From an optimization exercise on the open Yosys and OpenROAD flow, aimed at small area; shortcuts taken in it are not production practice.
Only simulation tests tie the RTL to the original design; equivalence was not proved.
Power and IR drop assume default switching activity.

--- design/flow/design.v ---
package alu_pkg;
  localparam int DW     = 32;
  localparam int NREG   = 32;
  localparam int REG_AW = $clog2(NREG);
  localparam logic [4:0] ALUOP_ADD = 5'b00000;
  localparam logic [4:0] ALUOP_SUB = 5'b00001;
endpackage
import alu_pkg::*;
module alu_rf_row (
  input  logic          clk,
  input  logic          sel_wb,
  input  logic          sel_ext,
  input  logic          sel_hold,
  input  logic [DW-1:0] wb_wdata,
  input  logic [DW-1:0] ext_wdata,
  output logic [DW-1:0] q
);
  always_ff @(posedge clk)
    q <= ~(({DW{sel_wb}} & wb_wdata) | ({DW{sel_ext}} & ext_wdata) | ({DW{sel_hold}} & q));
endmodule
module alu_rf_aoi3 (
  input  logic [2:0] sel,
  input  logic [2:0] d,
  output logic       y_n
);
  assign y_n = !(|(sel & d));
endmodule
module alu_rf_aoi2 (
  input  logic [1:0] sel,
  input  logic [1:0] d,
  output logic       y_n
);
  assign y_n = !(|(sel & d));
endmodule
module alu_rf_rdport #(parameter int N = 33) (
  input  logic [N-1:0]         sel,
  input  logic [N-1:0][DW-1:0] src,
  output logic [DW-1:0]        y
);
  localparam int NG = (N + 2) / 3;
  for (genvar b = 0; b < DW; b++) begin : g_bit
    logic [NG-1:0] grp_n;
    for (genvar g = 0; g < NG; g++) begin : g_grp
      if (3 * g + 2 < N) begin : g3
        alu_rf_aoi3 u_aoi (
          .sel (sel[3*g+2 : 3*g]),
          .d   ({src[3*g+2][b], src[3*g+1][b], src[3*g][b]}),
          .y_n (grp_n[g])
        );
      end else if (3 * g + 1 < N) begin : g2
        alu_rf_aoi2 u_aoi (
          .sel (sel[3*g+1 : 3*g]),
          .d   ({src[3*g+1][b], src[3*g][b]}),
          .y_n (grp_n[g])
        );
      end else begin : g1
        assign grp_n[g] = !(sel[3*g] && src[3*g][b]);
      end
    end
    assign y[b] = !(&grp_n);
  end
endmodule
module alu_regfile (
  input  logic                     clk,
  input  logic                     rst,
  input  logic [REG_AW-1:0]        raddr1,
  input  logic [REG_AW-1:0]        raddr2,
  input  logic [REG_AW-1:0]        dbg_raddr,
  input  logic                     byp1,
  input  logic                     byp2,
  input  logic                     load,
  input  logic [DW-1:0]            hold1,
  input  logic [DW-1:0]            hold2,
  output logic [DW-1:0]            rdata1,
  output logic [DW-1:0]            rdata2,
  output logic [DW-1:0]            dbg_rdata,
  input  logic                     wb_we,
  input  logic [REG_AW-1:0]        wb_waddr,
  input  logic [DW-1:0]            wb_wdata,
  input  logic                     ext_we,
  input  logic [REG_AW-1:0]        ext_waddr,
  input  logic [DW-1:0]            ext_wdata
);
  logic [NREG-1:1][DW-1:0] data_q;
  logic [NREG-1:1]         vld_q;
  logic [NREG-1:1]         wb_hit, ext_hit;
  logic [NREG+1:1]         sel1, sel2;
  logic [NREG-1:1]         seld;
  logic                    rd_en;
  logic                    phase_q;
  logic [DW-1:0]           phase_w, wb_enc, ext_enc, hold1_enc, hold2_enc;
  logic [DW-1:0]           rd1_enc, rd2_enc, rdd_enc;
  always_ff @(posedge clk) begin
    if (rst) phase_q <= 1'b0;
    else     phase_q <= !phase_q;
  end
  assign phase_w   = {DW{phase_q}};
  assign wb_enc    = wb_wdata ^ phase_w;
  assign ext_enc   = ext_wdata ^ phase_w;
  assign hold1_enc = hold1 ^ phase_w;
  assign hold2_enc = hold2 ^ phase_w;
  assign rd_en = load && !rst;
  for (genvar i = 1; i < NREG; i++) begin : g_reg
    assign wb_hit[i]  = wb_we && wb_waddr == REG_AW'(i);
    assign ext_hit[i] = ext_we && ext_waddr == REG_AW'(i);
    assign sel1[i]    = rd_en && !byp1 && vld_q[i] && raddr1 == REG_AW'(i);
    assign sel2[i]    = rd_en && !byp2 && vld_q[i] && raddr2 == REG_AW'(i);
    assign seld[i]    = vld_q[i] && dbg_raddr == REG_AW'(i);
    alu_rf_row u_row (
      .clk      (clk),
      .sel_wb   (wb_hit[i]),
      .sel_ext  (ext_hit[i] && !wb_hit[i]),
      .sel_hold (!wb_hit[i] && !ext_hit[i]),
      .wb_wdata (wb_enc),
      .ext_wdata(ext_enc),
      .q        (data_q[i])
    );
    always_ff @(posedge clk) begin
      if (rst) vld_q[i] <= 1'b0;
      else     vld_q[i] <= vld_q[i] || wb_hit[i] || ext_hit[i];
    end
  end
  assign sel1[NREG]   = rd_en && byp1;
  assign sel2[NREG]   = rd_en && byp2;
  assign sel1[NREG+1] = !load;
  assign sel2[NREG+1] = !load;
  alu_rf_rdport #(.N(NREG+1)) u_rd1 (.sel(sel1), .src({hold1_enc, wb_enc, data_q}), .y(rd1_enc));
  alu_rf_rdport #(.N(NREG+1)) u_rd2 (.sel(sel2), .src({hold2_enc, wb_enc, data_q}), .y(rd2_enc));
  alu_rf_rdport #(.N(NREG-1)) u_rdd (.sel(seld), .src(data_q), .y(rdd_enc));
  assign rdata1    = rd1_enc ^ {DW{phase_q && |sel1}};
  assign rdata2    = rd2_enc ^ {DW{phase_q && |sel2}};
  assign dbg_rdata = rdd_enc ^ {DW{phase_q && |seld}};
endmodule
import alu_pkg::*;
module alu_issue_stage (
  input  logic                  clk,
  input  logic                  rst,
  input  logic                  in_valid,
  output logic                  in_ready,
  input  logic [4:0]            in_op,
  input  logic [REG_AW-1:0]     in_rd,
  input  logic [REG_AW-1:0]     in_rs1,
  input  logic [REG_AW-1:0]     in_rs2,
  output logic signed [DW-1:0]  alu_a,
  output logic signed [DW-1:0]  alu_b,
  output logic [4:0]            alu_op,
  input  logic signed [DW-1:0]  alu_c,
  input  logic                  ext_we,
  input  logic [REG_AW-1:0]     ext_waddr,
  input  logic signed [DW-1:0]  ext_wdata,
  input  logic [REG_AW-1:0]     dbg_raddr,
  output logic signed [DW-1:0]  dbg_rdata,
  output logic                  illegal_op
);
  logic                 s1_we_q, s2_we_q;
  logic [REG_AW-1:0]    s1_rd_q, s2_rd_q;
  logic [DW-1:0]        alu_a_q, alu_b_q;
  logic [4:0]           alu_op_q;
  logic                 illegal_q;
  logic [DW-1:0]        alu_a_d, alu_b_d;
  logic                 hazard, fire, legal, byp1, byp2, load;
  assign legal  = (in_op == alu_pkg::ALUOP_ADD) || (in_op == alu_pkg::ALUOP_SUB);
  assign hazard = in_valid && s1_we_q && ((in_rs1 == s1_rd_q) || (in_rs2 == s1_rd_q));
  assign in_ready = !hazard;
  assign fire   = in_valid && !hazard;
  assign byp1   = s2_we_q && in_rs1 == s2_rd_q;
  assign byp2   = s2_we_q && in_rs2 == s2_rd_q;
  assign load   = fire || rst;
  alu_regfile u_regfile (
    .clk       (clk),
    .rst       (rst),
    .raddr1    (in_rs1),
    .raddr2    (in_rs2),
    .dbg_raddr (dbg_raddr),
    .byp1      (byp1),
    .byp2      (byp2),
    .load      (load),
    .hold1     (alu_a_q),
    .hold2     (alu_b_q),
    .rdata1    (alu_a_d),
    .rdata2    (alu_b_d),
    .dbg_rdata (dbg_rdata),
    .wb_we     (s2_we_q),
    .wb_waddr  (s2_rd_q),
    .wb_wdata  (alu_c),
    .ext_we    (ext_we),
    .ext_waddr (ext_waddr),
    .ext_wdata (ext_wdata)
  );
  always_ff @(posedge clk) begin
    s1_rd_q <= in_rd;
    s2_rd_q <= s1_rd_q;
    alu_a_q <= alu_a_d;
    alu_b_q <= alu_b_d;
    if (load) alu_op_q <= rst ? 5'd0 : in_op;
    if (rst) begin
      s1_we_q   <= 1'b0;
      s2_we_q   <= 1'b0;
      illegal_q <= 1'b0;
    end else begin
      s1_we_q   <= fire && legal && in_rd != '0;
      s2_we_q   <= s1_we_q;
      illegal_q <= fire && !legal;
    end
  end
  assign alu_a      = alu_a_q;
  assign alu_b      = alu_b_q;
  assign alu_op     = alu_op_q;
  assign illegal_op = illegal_q;
endmodule
--- design/flow/flow/run.sh ---
#!/bin/bash
# The standard layout, with these changes:
# - ports are buffered with the smallest buffer (buf_1) instead of the resizer's default;
# - clock tree: clkbuf_8 buffers, sink clusters of at most 14 flops within 60 um, and no
#   dummy loads;
# - global routing layer capacities from flow/fastroute.tcl.
set -euo pipefail
export BUFFER_PORTS_ARGS="-buffer_cell sky130_fd_sc_hd__buf_1"
export CTS_ARGS="-sink_clustering_enable -repair_clock_nets -dont_use_dummy_load -buf_list {sky130_fd_sc_hd__clkbuf_8} -sink_clustering_size 14 -sink_clustering_max_diameter 60"
export FASTROUTE_TCL="$(pwd)/flow/fastroute.tcl"
bash standard.sh finish > standard_flow.log 2>&1
--- design/flow/flow/fastroute.tcl ---
# Global-routing layer capacities: less of met1/met2 and more of met3-met5 than the default
# 0.5 on every layer, which leaves met1 overfull in the register file.
set_global_routing_layer_adjustment met1 0.75
set_global_routing_layer_adjustment met2 0.5
set_global_routing_layer_adjustment met3 0.15
set_global_routing_layer_adjustment met4 0.15
set_global_routing_layer_adjustment met5 0.15
set_routing_layers -signal met1-met5
--- design/flow/standard.sh ---
#!/bin/bash
# synth_recipe.tcl (not shown) runs the flow's synth.tcl, then flattens the netlist and writes it again
# the make line also repeats each setting of config.mk as NAME=value (left out here)
make -C /OpenROAD-flow-scripts/flow DESIGN_CONFIG=/design/flow/config.mk WORK_HOME=/design/flow/orfs CLKGATE_MAP_FILE= SYNTH_SCRIPT=/design/flow/synth_recipe.tcl "${@:-finish}"
--- design/flow/config.mk ---
export PLATFORM = sky130hd
export DESIGN_NAME = alu_issue_stage
export DESIGN_NICKNAME = alu_issue_stage
export VERILOG_FILES = /design/flow/design.v
export SDC_FILE = /design/flow/constraint.sdc
export NUM_CORES = 4
export LEC_CHECK = 0
export CAP_MARGIN = 20
export CELL_PAD_IN_SITES_DETAIL_PLACEMENT = 1
export CELL_PAD_IN_SITES_GLOBAL_PLACEMENT = 2
export CORE_MARGIN = 2
export CORE_UTILIZATION = 30
export PLACE_DENSITY = 0.45
export SLEW_MARGIN = 20
export SYNTH_HIERARCHICAL = 1
--- design/flow/constraint.sdc ---
create_clock -name core_clock -period 5.5 [get_ports {clk}]
set_input_delay 1.1000 -clock core_clock [delete_from_list [all_inputs] [get_ports {clk}]]
set_output_delay 1.1000 -clock core_clock [all_outputs]
set_load 0.01 [all_outputs]
==> reports/metrics.csv <==
metric,value,unit
status,"complete, but fails checks",
violations,negative setup slack,
clk_latency,0.94,ns
post-synth-top-count-cell,a222oi_1,
cp.required,4.40,ns
seqPwrFrac,59.2,%
setup_viol,1,
async_flop_share,0,%
combPwrFrac,14.3,%
reg2reg_depth,14,
clock-sinks,1106,
core_area,0.174,mm2
hp-start,in_rd[2],
layout_setup_ws,-0.0592,ns
maxSlewViolCount,0,
grt_pass1_wl,640,mm
ff2ff_setup_slack,1.20,ns
yosysWarnings,9,
p_sw_share,35.3,%
hold_path.class,input pin to flip-flop,
path_delay_family,compound AO/OA/AOI/OAI gates,
critPathMaxFanout,13,
drtIter0Drc,11421,
worstMarginPinSlew,1.49,ns
first_pass_iters,13,
multi_input_area,0.0288,mm2
max-slew-margin-rel,0.916,%
io_pins,201,
clkPwrFrac,26.5,%
cts_buffers,139,
rows,153,
cts_tree,yes,
leakagePower,23.2,nW
finish.utilization,35.8,%
cts_hold_buffers,0,
worst_clock_skew,0.0862,ns
cpMostUsedCell,buf_4,
root_buffer,clkbuf_8,
numPortBuffers,200,
initial_core_util,30.2,%
nNetsFinal,5125,
seqCellArea,0.0222,mm2
cap_viol_max_count,0,
worstSetupPathType,input pin to primary output,
crit_buf_inv,4,
dieHeight,422,um
start_kind,input pin,
finalCriticalPeriod,5.56,ns
reg2reg_to,alu_a_q[1],
first_global_vias,79851,
synth_flop_cell,dfxtp_1,
crit_chain,"buf_4, nor2b_2, and2_4, and3_4, buf_12, buf_4, a222oi_1, nand4_1, a2111o_1, xnor2_1, buf_1",
global_route.overflow_total,0,
synthTopCellsByArea,"dfxtp_1 42%, a222oi_1 38%, buf_6 4.3%",
dp_hpwl,276,mm
hold_viol,0,
gp_congestion,1.10,
cpMaxStageDelayCell,a222oi_1,
rsz0062_at_grt,true,
critPathMaxStageDelay,0.89,ns
synth_top_area_share,42.0,%
area_growth,18.6,%
crit_path_end_kind,primary output,
wirelength,466,mm
antenna_found_initial,102,
p_switching,7.35,mW
ys_seq_area_share,42.3,%
critPathArrivalTime,4.46,ns
ys_ff_latch,1106,
clk_pin_slew,0.07,ns
synth_nets,4649,
r2r_start,s1_rd_q[2],
htreeDepth,4,
fp.dieW,422,um
avgSynthCellArea,11.5,um2
ctsLongestPathBuffers,3,
drive_above_1_share,17.9,%
synth_common_cells,"2016 x a222oi_1, 1101 x dfxtp_1, 199 x buf_6",
viasPerCell,8.95,
finalCritPeriodShare,101,%
whs_endpoint,s1_rd_q[2],
via_count,67830,
synth_cell_type_count,53,
nFillCells,19021,
synth_edf_count,5,
syn-cell-area,0.0525,mm2
final_antenna_net_count,0,
yosysTopAreaCell,dfxtp_1,
irDropWorstVdd,256,uV
grt_max_degree,50,
powerDensity,335,mW/mm2
netlist_instances,4551,
grt_use_total,77.5,%
intPower,13.5,mW
post-place-ws,-0.0711,ns
timing.fmax,180,MHz
whs_path_depth,1,
drc,0,
wl_per_cell,61.5,um
die_area,0.178,mm2
## worst max path at each step
| stage | slack, ns | startpoint | end | depth (start not counted) |
|---|---|---|---|---|
| after floorplan | 0.37 | in_rs1[1] | alu_a_q[31] | 10 |
| after global placement | -0.15 | dbg_raddr[4] | dbg_rdata[28] | 10 |
| after detailed placement | -0.07 | dbg_raddr[4] | dbg_rdata[26] | 10 |
| after CTS | 0.02 | dbg_raddr[3] | dbg_rdata[28] | 10 |
| after global routing | 0.02 | dbg_raddr[3] | dbg_rdata[28] | 11 |
| final | -0.06 | dbg_raddr[3] | dbg_rdata[28] | 11 |
## layout by cell type (no fill, tap or decap), types with 6 or more instances in the layout
cell type / count
nor4_2: 6
nor4_1: 6
nor3_1: 12
mux4_2: 10
a21oi_1: 32
buf_16: 9
xnor2_1: 74
nor2_4: 35
o21ai_0: 10
nor2b_1: 20
buf_4: 364
nor2_1: 28
xor2_1: 104
and3_2: 89
nand2b_1: 9
nand3_1: 83
buf_12: 97
a31oi_4: 7
a21oi_4: 20
a22o_1: 6
inv_1: 35
nand4_1: 195
buf_1: 192
diode_2: 225
nor3_2: 26
dfxtp_1: 1100
a222oi_1: 2016
nand2_1: 58
a2111o_1: 32
xor2_4: 9
or3_1: 64
xor2_2: 55
clkbuf_8: 139
## Yosys stat by module, one instance, submodules excluded, excerpt
| module | times used | cells inside | cell area, um2 |
|---|---|---|---|
| alu_rf_row | 31 | 73 | 1040 |
| alu_regfile | 1 | 748 | 5470 |
| alu_issue_stage | 1 | 129 | 2020 |
| alu_rf_aoi3 | 1024 | 1 | 10.0 |
## worst reg2reg max path, delay by kind of cell, from the launching register on
family | cells | cell delay [ns]
compound gates | 3 | 0.94
xor+xnor | 2 | 0.37
simple gates | 7 | 1.92
flops | 1 | 0.34
buf+inv | 2 | 0.59
## logic make-up after synthesis
group / count (synthesis) / share of synthesized area [%]
compound gates: 2142 / 40.2
flops: 1106 / 42.3
simple gates: 667 / 7.14
buf+inv: 374 / 5.75
xor+xnor: 244 / 4.07
mux: 18 / 0.593
## power by group through the flow
stage	Combinational (mW)	Clock, mW	Sequential (mW)
2_1_floorplan	1.85	0	11.6
5_1_grt	3.24	5.93	12.5
3_3_place_gp	2.80	0	12.3
3_5_place_dp	2.91	0	12.3
6_report	2.98	5.53	12.3
4_1_cts	2.90	5.61	12.2
## metrics by stage
stage	hold WS (ns)	TNS, ns	instance area [um2]	cells	power (mW)
after floorplan	0.375	0	52500	4551	13.4
final	0.314	-0.0592	62300	7575	20.8
after global placement	0.380	-0.278	59300	7190	15.1
after detailed placement	0.382	-0.141	59500	7195	15.2
after global routing	0.277	0	62200	7538	21.7
after CTS	0.211	0	61400	7334	20.7
## timing repair
action	CTS	global route
setup endpoints to repair	3	5
gates cloned	0	1
setup buffers	0	9
pin swaps	3	8
resized for setup	2	33
## state kept, by name (all words and copies together), names as in the netlist
signal and count:
alu_op_q 5, s1_rd_q 5, s2_we_q 1, u_regfile.vld_q 31, s1_we_q 1, u_regfile.phase_q 1, s2_rd_q 5, alu_b_q 32
illegal_q 1, u_regfile.g.u_row.q 992, alu_a_q 32
## final cells by class
class                   count  area share [%]
flip-flops and latches   1106            35.6
diodes                    225           0.904
repair buffers            673            9.23
clock buffers             139            3.07
well taps                2325            4.67
multi-input cells        3071            46.3
inverters                  36           0.219
## per-layer routing
metal | track usage, % | share of wire (%) | wire [um]
met4 | 72.4 | 14 | 66700
met1 | 82.5 | 26 | 120000
met2 | 85.6 | 35 | 163000
met5 | 53.8 | 1.6 | 7410
met3 | 75.3 | 23 | 108000

[what the ideal ports hide]
No port has a modelled driver above. Below, the same layout with a new extraction and two added sets of constraints. Step 1 sets driving cells, clkbuf_16 on the clock port and buf_2 on the other inputs (assumed; they add their load-dependent delay and slew). Step 2 adds t to the input delays and takes it off the output delays; t is the mean of the earliest and latest rising clock arrival at the registers after step 1. Input paths then give back, and output paths get back, about the clock's delay inside the block. Slacks: no drivers / after step 1 / after step 2; pairs: no drivers / after step 1.
shift t [ns]: 0.971
slack for setup (ns): -0.059 / -0.084 / -0.084
hold slack, ns: 0.314 / 0.261 / 0.387
latest minus earliest clock arrival (ns): 0.114 / 0.114
worst register clock-pin slew, ns: 0.10 / 0.10
For this run, drivers alone change the setup slack by -0.025 ns; drivers and shift together by -0.025 ns.
